What follows belongs to an exercise in optimizing a design on an open flow for a short achievable clock period and few clock cycles; a production flow would make more cautious choices.
Function was checked by simulation only, so behaviour that the tests miss may differ from the original.
No activity file was given, so power comes from the tool's default toggle rates.

File: flow/design.v
package mc_pkg;
  localparam logic [5:0] OP_RTYPE = 6'h00, OP_J = 6'h02, OP_BEQ = 6'h04, OP_ADDI = 6'h08, OP_LW = 6'h23, OP_SW = 6'h2B;
  localparam logic [5:0] FN_ADD = 6'h20, FN_SUB = 6'h22, FN_AND = 6'h24, FN_OR = 6'h25, FN_SLT = 6'h2A;
endpackage
module alu
(
  input  logic        sub_i,    
  input  logic        and_i,
  input  logic        or_i,
  input  logic        slt_i,
  input  logic [31:0] a_i,
  input  logic [31:0] b_i,
  output logic [31:0] y_o
);
  logic [31:0] bx, p, g, sum;
  logic [31:0] gl [6];
  logic [31:0] pl [6];
  logic        lt;
  always_comb begin
    bx = b_i ^ {32{sub_i}};
    p  = a_i ^ bx;
    g  = a_i & bx;
    gl[0] = {g[31:1], g[0] | (p[0] & sub_i)};
    pl[0] = p;
    for (int l = 0; l < 5; l++) begin
      for (int i = 0; i < 32; i++) begin
        if (i >= (1 << l)) begin
          gl[l+1][i] = gl[l][i] | (pl[l][i] & gl[l][i - (1 << l)]);
          pl[l+1][i] = pl[l][i] & pl[l][i - (1 << l)];
        end else begin
          gl[l+1][i] = gl[l][i];
          pl[l+1][i] = pl[l][i];
        end
      end
    end
    sum = p ^ {gl[5][30:0], sub_i};
    lt  = a_i[31] ^ b_i[31] ? a_i[31] : sum[31];
    y_o = and_i ? a_i & b_i :
          or_i  ? a_i | b_i :
          slt_i ? {31'd0, lt} : sum;
  end
endmodule
module reg_file #(
  parameter bit ZERO_ON_RESET = 1'b1
) (
  input  logic        clk,
  input  logic        reset,
  input  logic [4:0]  ra_i,
  input  logic [4:0]  rb_i,
  input  logic [4:0]  wa_i,
  input  logic [31:0] wd_i,
  input  logic        we_i,
  output logic [31:0] rda_o,
  output logic [31:0] rdb_o
);
  logic [31:0] r_q [1:31];
  logic [31:0] r_rd [32];
  always_ff @(posedge clk)
    for (int i = 1; i < 32; i++)
      if (reset && ZERO_ON_RESET) r_q[i] <= '0;
      else if (we_i && wa_i == 5'(i)) r_q[i] <= wd_i;
  always_comb begin
    r_rd[0] = '0;
    for (int i = 1; i < 32; i++) r_rd[i] = r_q[i];
    rda_o = r_rd[ra_i];
    rdb_o = r_rd[rb_i];
  end
endmodule
import mc_pkg::*;
module mc_control
(
  input  logic [31:0] instr_i,
  output logic        legal_o,
  output logic        j_o,
  output logic        beq_o,
  output logic        lw_o,
  output logic        sw_o,
  output logic        imm_o,      
  output logic        use_rs_o,
  output logic        use_rt_o,
  output logic        we_o,       
  output logic [4:0]  dest_o,
  output logic        sub_o,
  output logic        and_o,
  output logic        or_o,
  output logic        slt_o
);
  logic [5:0] op, fn;
  logic rtype, r_ok, addi;
  always_comb begin
    op       = instr_i[31:26];
    fn       = instr_i[5:0];
    rtype    = op == OP_RTYPE;
    r_ok     = rtype && (fn == FN_ADD || fn == FN_SUB || fn == FN_AND || fn == FN_OR || fn == FN_SLT);
    addi     = op == OP_ADDI;
    j_o      = op == OP_J;
    beq_o    = op == OP_BEQ;
    lw_o     = op == OP_LW;
    sw_o     = op == OP_SW;
    legal_o  = r_ok || addi || j_o || beq_o || lw_o || sw_o;
    imm_o    = addi || lw_o || sw_o;
    use_rs_o = r_ok || addi || lw_o || sw_o || beq_o;
    use_rt_o = r_ok || sw_o || beq_o;
    dest_o   = rtype ? instr_i[15:11] : instr_i[20:16];
    we_o     = (r_ok || addi || lw_o) && dest_o != 5'd0;
    sub_o    = fn == FN_SUB || fn == FN_SLT;
    and_o    = rtype && fn == FN_AND;
    or_o     = rtype && fn == FN_OR;
    slt_o    = rtype && fn == FN_SLT;
    if (!rtype) sub_o = 1'b0;
  end
endmodule
import mc_pkg::*;
module mc_processor
#(
  parameter logic [31:0] RESET_ADDR         = 32'h0000_0000,
  parameter bit          ZERO_REGS_ON_RESET = 1'b1
) (
  input  logic        clk,
  input  logic        reset,
  output logic [31:0] inst_addr,
  output logic        inst_req,
  input  logic [31:0] instr,
  input  logic        inst_ready,
  output logic [31:0] data_addr,
  output logic [31:0] data_in,
  output logic        mem_read,
  output logic        mem_write,
  input  logic [31:0] data_out,
  input  logic        mem_ready,
  output logic        retire,
  output logic        halted
);
  logic [31:0] pc_q;
  logic        halted_q;
  logic        x_v, x_ill, x_cbr, x_lw, x_sw, x_we;
  logic        x_sub, x_and, x_or, x_slt;
  logic        x_fa_n, x_fa_r, x_fa_l, x_fb_n, x_fb_r, x_fb_l, x_fs_n, x_fs_r, x_fs_l;
  logic        fa, fb, fs;
  logic [4:0]  x_dest;
  logic [31:0] x_a, x_b, x_s, x_tgt;
  logic        w_v, w_ill, w_rd, w_wr, w_we;
  logic [4:0]  w_dest;
  logic [31:0] w_res, w_sd;
  logic        d_legal, d_j, d_beq, d_lw, d_sw, d_imm, d_urs, d_urt, d_we;
  logic        d_sub, d_and, d_or, d_slt;
  logic [4:0]  d_dest, rs, rt;
  logic [31:0] rf_a, rf_b, wb_data, byp_a, byp_b, sext, pc4, btgt, jtgt;
  logic [30:0] bsum;
  logic        eq;
  logic        adv, mp, stop, f_ok, issue, d_ubr, w_wen;
  mc_control u_dec (
    .instr_i(instr), .legal_o(d_legal), .j_o(d_j), .beq_o(d_beq), .lw_o(d_lw), .sw_o(d_sw),
    .imm_o(d_imm), .use_rs_o(d_urs), .use_rt_o(d_urt), .we_o(d_we), .dest_o(d_dest),
    .sub_o(d_sub), .and_o(d_and), .or_o(d_or), .slt_o(d_slt)
  );
  assign rs = instr[25:21];
  assign rt = instr[20:16];
  reg_file #(.ZERO_ON_RESET(ZERO_REGS_ON_RESET)) u_rf (
    .clk(clk), .reset(reset), .ra_i(rs), .rb_i(rt),
    .wa_i(w_dest), .wd_i(wb_data), .we_i(w_wen), .rda_o(rf_a), .rdb_o(rf_b)
  );
  logic [31:0] xa, xb, xs, alu_y;
  always_comb begin
    xa = ({32{x_fa_n}} & x_a) | ({32{x_fa_r}} & w_res) | ({32{x_fa_l}} & data_out);
    xb = ({32{x_fb_n}} & x_b) | ({32{x_fb_r}} & w_res) | ({32{x_fb_l}} & data_out);
    xs = ({32{x_fs_n}} & x_s) | ({32{x_fs_r}} & w_res) | ({32{x_fs_l}} & data_out);
  end
  alu u_alu (.sub_i(x_sub), .and_i(x_and), .or_i(x_or), .slt_i(x_slt), .a_i(xa), .b_i(xb), .y_o(alu_y));
  always_comb begin
    adv     = !((w_rd || w_wr) && !mem_ready);
    eq      = (x_fa_n && x_fb_n && x_a == x_b) ||
              (x_fa_r && x_fb_n && w_res == x_b) ||
              (x_fa_l && x_fb_n && data_out == x_b) ||
              (x_fa_n && x_fb_r && x_a == w_res) ||
              (x_fa_n && x_fb_l && x_a == data_out) ||
              (x_fa_r && x_fb_r) || (x_fa_l && x_fb_l);
    mp      = x_v && x_cbr && eq;
    stop    = halted_q || (x_v && x_ill) || w_ill;
    f_ok    = inst_ready && !stop;
    issue   = f_ok && !mp;
    fa      = x_v && x_we && rs == x_dest;
    fb      = !d_imm && x_v && x_we && rt == x_dest;
    fs      = x_v && x_we && rt == x_dest;
    d_ubr   = d_beq && rs == rt;
    w_wen   = w_we && adv;
    wb_data = w_rd ? data_out : w_res;
    byp_a   = w_we && rs == w_dest ? wb_data : rf_a;
    byp_b   = w_we && rt == w_dest ? wb_data : rf_b;
    sext    = {{16{instr[15]}}, instr[15:0]};
    pc4     = pc_q + 32'd4;
    bsum    = {pc_q[31:2], 1'b1} + {sext[29:0], 1'b1};
    btgt    = {bsum[30:1], 2'b00};
    jtgt    = {pc4[31:28], instr[25:0], 2'b00};
  end
  always_ff @(posedge clk)
    if (reset) begin
      pc_q     <= RESET_ADDR;
      halted_q <= 1'b0;
      x_v      <= 1'b0;
      x_ill    <= 1'b0;
      w_v      <= 1'b0;
      w_ill    <= 1'b0;
      w_rd     <= 1'b0;
      w_wr     <= 1'b0;
      w_we     <= 1'b0;
    end else if (adv) begin
      if (mp)             pc_q <= x_tgt;
      else if (issue)     pc_q <= d_j ? jtgt : d_ubr ? btgt : pc4;
      x_v   <= issue;
      x_ill <= !d_legal;
      w_v   <= x_v;
      w_ill <= x_v && x_ill;
      w_rd  <= x_v && x_lw;
      w_wr  <= x_v && x_sw;
      w_we  <= x_v && x_we;
      if (x_v && x_ill) halted_q <= 1'b1;
    end
  always_ff @(posedge clk)
    if (adv) begin
      x_cbr  <= d_beq && !d_ubr;
      x_lw   <= d_lw;
      x_sw   <= d_sw;
      x_we   <= d_we;
      x_dest <= d_dest;
      x_sub  <= d_sub;
      x_and  <= d_and;
      x_or   <= d_or;
      x_slt  <= d_slt;
      x_fa_n <= !fa;
      x_fa_r <= fa && !x_lw;
      x_fa_l <= fa && x_lw;
      x_fb_n <= !fb;
      x_fb_r <= fb && !x_lw;
      x_fb_l <= fb && x_lw;
      x_fs_n <= !fs;
      x_fs_r <= fs && !x_lw;
      x_fs_l <= fs && x_lw;
      x_a    <= byp_a;
      x_b    <= d_imm ? sext : byp_b;
      x_s    <= byp_b;
      x_tgt  <= btgt;
      w_dest <= x_dest;
      w_res  <= alu_y;
      w_sd   <= xs;
    end
  always_comb begin
    inst_addr = pc_q;
    inst_req  = !halted_q;
    data_addr = w_res;
    data_in   = w_sd;
    mem_read  = w_rd;
    mem_write = w_wr;
    retire    = w_v && !w_ill && adv;
    halted    = halted_q;
  end
endmodule
File: flow/run.sh
#!/bin/bash
# synth_recipe.tcl (not shown) runs the flow's synth.tcl, then flattens the netlist and writes it again
# the make line also repeats each setting of config.mk as NAME=value (left out here)
make -C /OpenROAD-flow-scripts/flow DESIGN_CONFIG=/design/flow/config.mk WORK_HOME=/design/flow/orfs CLKGATE_MAP_FILE= SYNTH_SCRIPT=/design/flow/synth_recipe.tcl finish
File: flow/config.mk
export PLATFORM = sky130hd
export DESIGN_NAME = mc_processor
export DESIGN_NICKNAME = mc_processor
export VERILOG_FILES = /design/flow/design.v
export SDC_FILE = /design/flow/constraint.sdc
export NUM_CORES = 4
export LEC_CHECK = 0
export ABC_CLOCK_PERIOD_IN_PS = 2500
export CAP_MARGIN = 20
export CORE_MARGIN = 2
export CORE_UTILIZATION = 40
export SETUP_SLACK_MARGIN = 3.0
export SLEW_MARGIN = 20
File: flow/constraint.sdc
create_clock -name core_clock -period 6.0 [get_ports {clk}]
set_input_delay 1.2000 -clock core_clock [delete_from_list [all_inputs] [get_ports {clk}]]
set_output_delay 1.2000 -clock core_clock [all_outputs]
set_load 0.01 [all_outputs]
==> summary.txt <==
-- layer usage --
layer	share of wire (%)	up-vias
li1	-	27802
met1	36	33089
met2	38	6773
met3	16	2223
met4	9.4	28
met5	0.11	-
-- power breakdown --
part	total, mW	internal, mW	switching (mW)
Sequential	8.65	8.56	0.0851
Clock	9.04	5.16	3.87
Combinational	1.63	0.570	1.06
-- stage by stage --
stage                     instance area [um^2]  util [%]  hold WS, ns  power, mW
after floorplan                          64200         -        0.427       9.48
after global placement                   68100      44.1        0.439       10.0
after detailed placement                 68400      44.3        0.441       10.0
after CTS                                79400      51.4        0.451       19.1
after global routing                     82200      53.2        0.490       19.6
final                                    82200      53.3        0.456       19.3
-- layout by cell type (no fill, tap or decap), types with 154 or more instances in the layout --
master	n
dfxtp_1	1002
a22oi_1	388
clkbuf_16	154
a211oi_1	999
a221oi_1	168
edfxtp_1	217
a222oi_1	159
buf_4	656
xor2_1	164
nor2_1	1095
nand3_1	193
a22o_1	256
-- state kept, by name, indices dropped and copies added, names as in the netlist, 5 cells and up --
register	cells
w_dest	5
x_s	32
u_rf.r_q	992
x_tgt	30
x_a	32
pc_q	30
w_sd	32
w_res	32
x_dest	5
x_b	32
-- cells by family (layout without fill, tap and decap cells) --
kind of cell | Yosys count | after routing | synth area share [%]
simple gates | 1909 | 1917 | 13.4
mux | 75 | 76 | 1.28
other cells | 1 | 27 | 0.00602
buf+inv | 901 | 1481 | 5.54
compound gates | 2496 | 2498 | 30.9
flops | 1247 | 1247 | 43.5
xor+xnor | 284 | 284 | 3.99
fa+ha+maj | 64 | 64 | 1.31
-- worst min-delay path: cells and delay by family (launching register included) --
family	cells	cell delay, ns
flip-flops	1	0.31
AO/OA/AOI/OAI	1	0.05
AND/OR/NAND/NOR	1	0.05
-- repair_timing --
item | 4_1_cts | 5_1_grt
cloned | 19 | 10
endpoints found under the setup margin | 877 | 369
pin swaps | 252 | 175
setup buffers | 511 | 132
resized for setup | 618 | 263
-- worst paths after layout --
path	end	slack (ns)	depth (start not counted)
max	w_res[31]	2.25	16
min reg2reg	w_v	0.46	2
max reg2reg	w_res[31]	2.25	16
min	w_v	0.46	2
-- final cells by class --
cell class	instances	area share, %
Antenna cell	25	0.0761
Clock buffer	202	4.93
Clock inverter	53	0.781
Inverter	129	0.613
Multi-Input combinational cell	4841	43.7
Sequential cell	1247	33.1
Tap cell	2044	3.11
Timing Repair Buffer	1097	13.7
==> reports/results.ini <==
[status]
status=complete, no violations

[timing]
min_period_ns=3.75
fmax_mhz=267
worst_pin_slew_ns=1.16
maxSlewViolCount=0
setup_violations=0
slew_headroom_pct=22.5
tns_ns=0
hold_viol=0
fin_ws_ns=2.25
fin_worst_skew_ns=0.0333
rsz0062_at_grt=yes
fin_crit_sh_pct=62.5

[global_routing]
grt_use_met1_pct=54.5
grt_overflow=0
grt_use_total_pct=43.0
use_met3_pct=18.9
antenna_found_initial=25
grt_max_degree=176
met2_usage_pct=57.5
busiest_layer=met2
first_global_vias=63121
grt_pass1_wl_um=489000

[final_layout]
fillers=13633
layout-drive-gt1-share_pct=24.2
multi_input_area_um2=35900
fin_nets=7589
area_growth_pct=31.9
seq_area_um2=27200
final_cells=9638

[clock_network]
htreeDepth=4
cts_inserted_buffers=141
ctsHoldBuffers=0
cts_buffer_depth=3
clk_latency_ns=0.80
cts.sinks=1247
cts_tree=done
clk_pin_slew_worst_paths_ns=0.06
cts_root_buf=clkbuf_16

[synthesis]
syn_inst=6977
avgSynthCellArea_um2=8.93
netlist.area_leader.share_pct=33.1
yosys_most_used_dff=dfxtp_1
synth_edf_count=217
yosys.area.top_type=dfxtp_1
synth_area_leaders=dfxtp_1 (33%), a211oi_1 (12%), edfxtp_1 (10%), nor2_1 (7.2%), a22oi_1 (4.7%)
synth_common_cells=nor2_1 (1202), dfxtp_1 (1030), a211oi_1 (1011)
async_flop_share_pct=0
synth.distinct_cells=87
synthesis.area_um2=62300
ys_warn_count=8
synth.yosys.seq_area_share_pct=43.5
ys_ff_latch=1247
synth.most_common_cell=nor2_1

[power]
powerDensity_nw_per_um2=235
p_leak_nw=29.2
ir_drop_uv=306

[worst_setup_path]
path_cells=buf_6, buf_6, buf_8, buf_16, a222oi_1, xnor2_1, ha_1, a21o_1, a21o_1, a221o_1, a21oi_2, a2bb2oi_2, a31oi_2, nor2_1, xnor2_1, o21ai_1
crit_start=x_fb_l
crit_buf_inv=4
end_kind=flip-flop
critPathLaunchType=flip-flop
crit_slowest_cell=edfxtp_1
max_stage_delay_ns=0.45
path_class=reg -> reg
critPathMaxFanout=6
cp_data_arrival_time_ns=4.28
timing.rr.start=x_fb_l
required_ns=6.53
cp_top_family=compound AO/OA/AOI/OAI gates

[detailed_routing]
drt_wl_total_um=361000
drc=0
routed-via-count=69915
firstDrtPassIters=14
vias_per_cell=7.25
ant_nets=0
dr.first_iter.drc_count=15829
wl_per_cell_um=37.5

[worst_hold_path]
hold_start=w_v
hold_path.class=reg -> reg

[placed_design]
port_buffers=166
dpl_worst_slack_ns=0.687
dp_hpwl_um=200000
gp_congestion=0.988
numPlacedInstances=8681

[die]
row_count=144
die_x_um=399
ios=169
die-area_um2=159000
core_area_um2=154000
dieHeight_um=399
initial_core_util_pct=40.4

[run]
maxCapViolations=0

Testbench counts, summed over its fixed seeds: cycles 26,303.

## separate check: timing with driven ports
Ports are ideal in the flow. The routed layout listed here was re-timed in OpenROAD.
Step 1 assumes that a clkbuf_16 drives the clock port and a buf_2 every other input.
Step 2 times the ports against the registers' clock, not the clock port: input delays grow and output delays shrink by t, the midpoint of the rising clock arrivals with the driver on.
Slacks: no drivers / after step 1 / after step 2; pairs: no drivers / after step 1.
shift t [ns]: 0.887
slack for setup (ns): 2.250 / 2.250 / 1.469
worst hold slack (ns): 0.456 / 0.456 / 0.456
worst setup path after step 2: input to register
cell pins on the clock port's net: 1
After both steps this run still meets setup and hold. For this run, drivers alone change the setup slack by 0.000 ns; drivers and shift together by -0.781 ns.
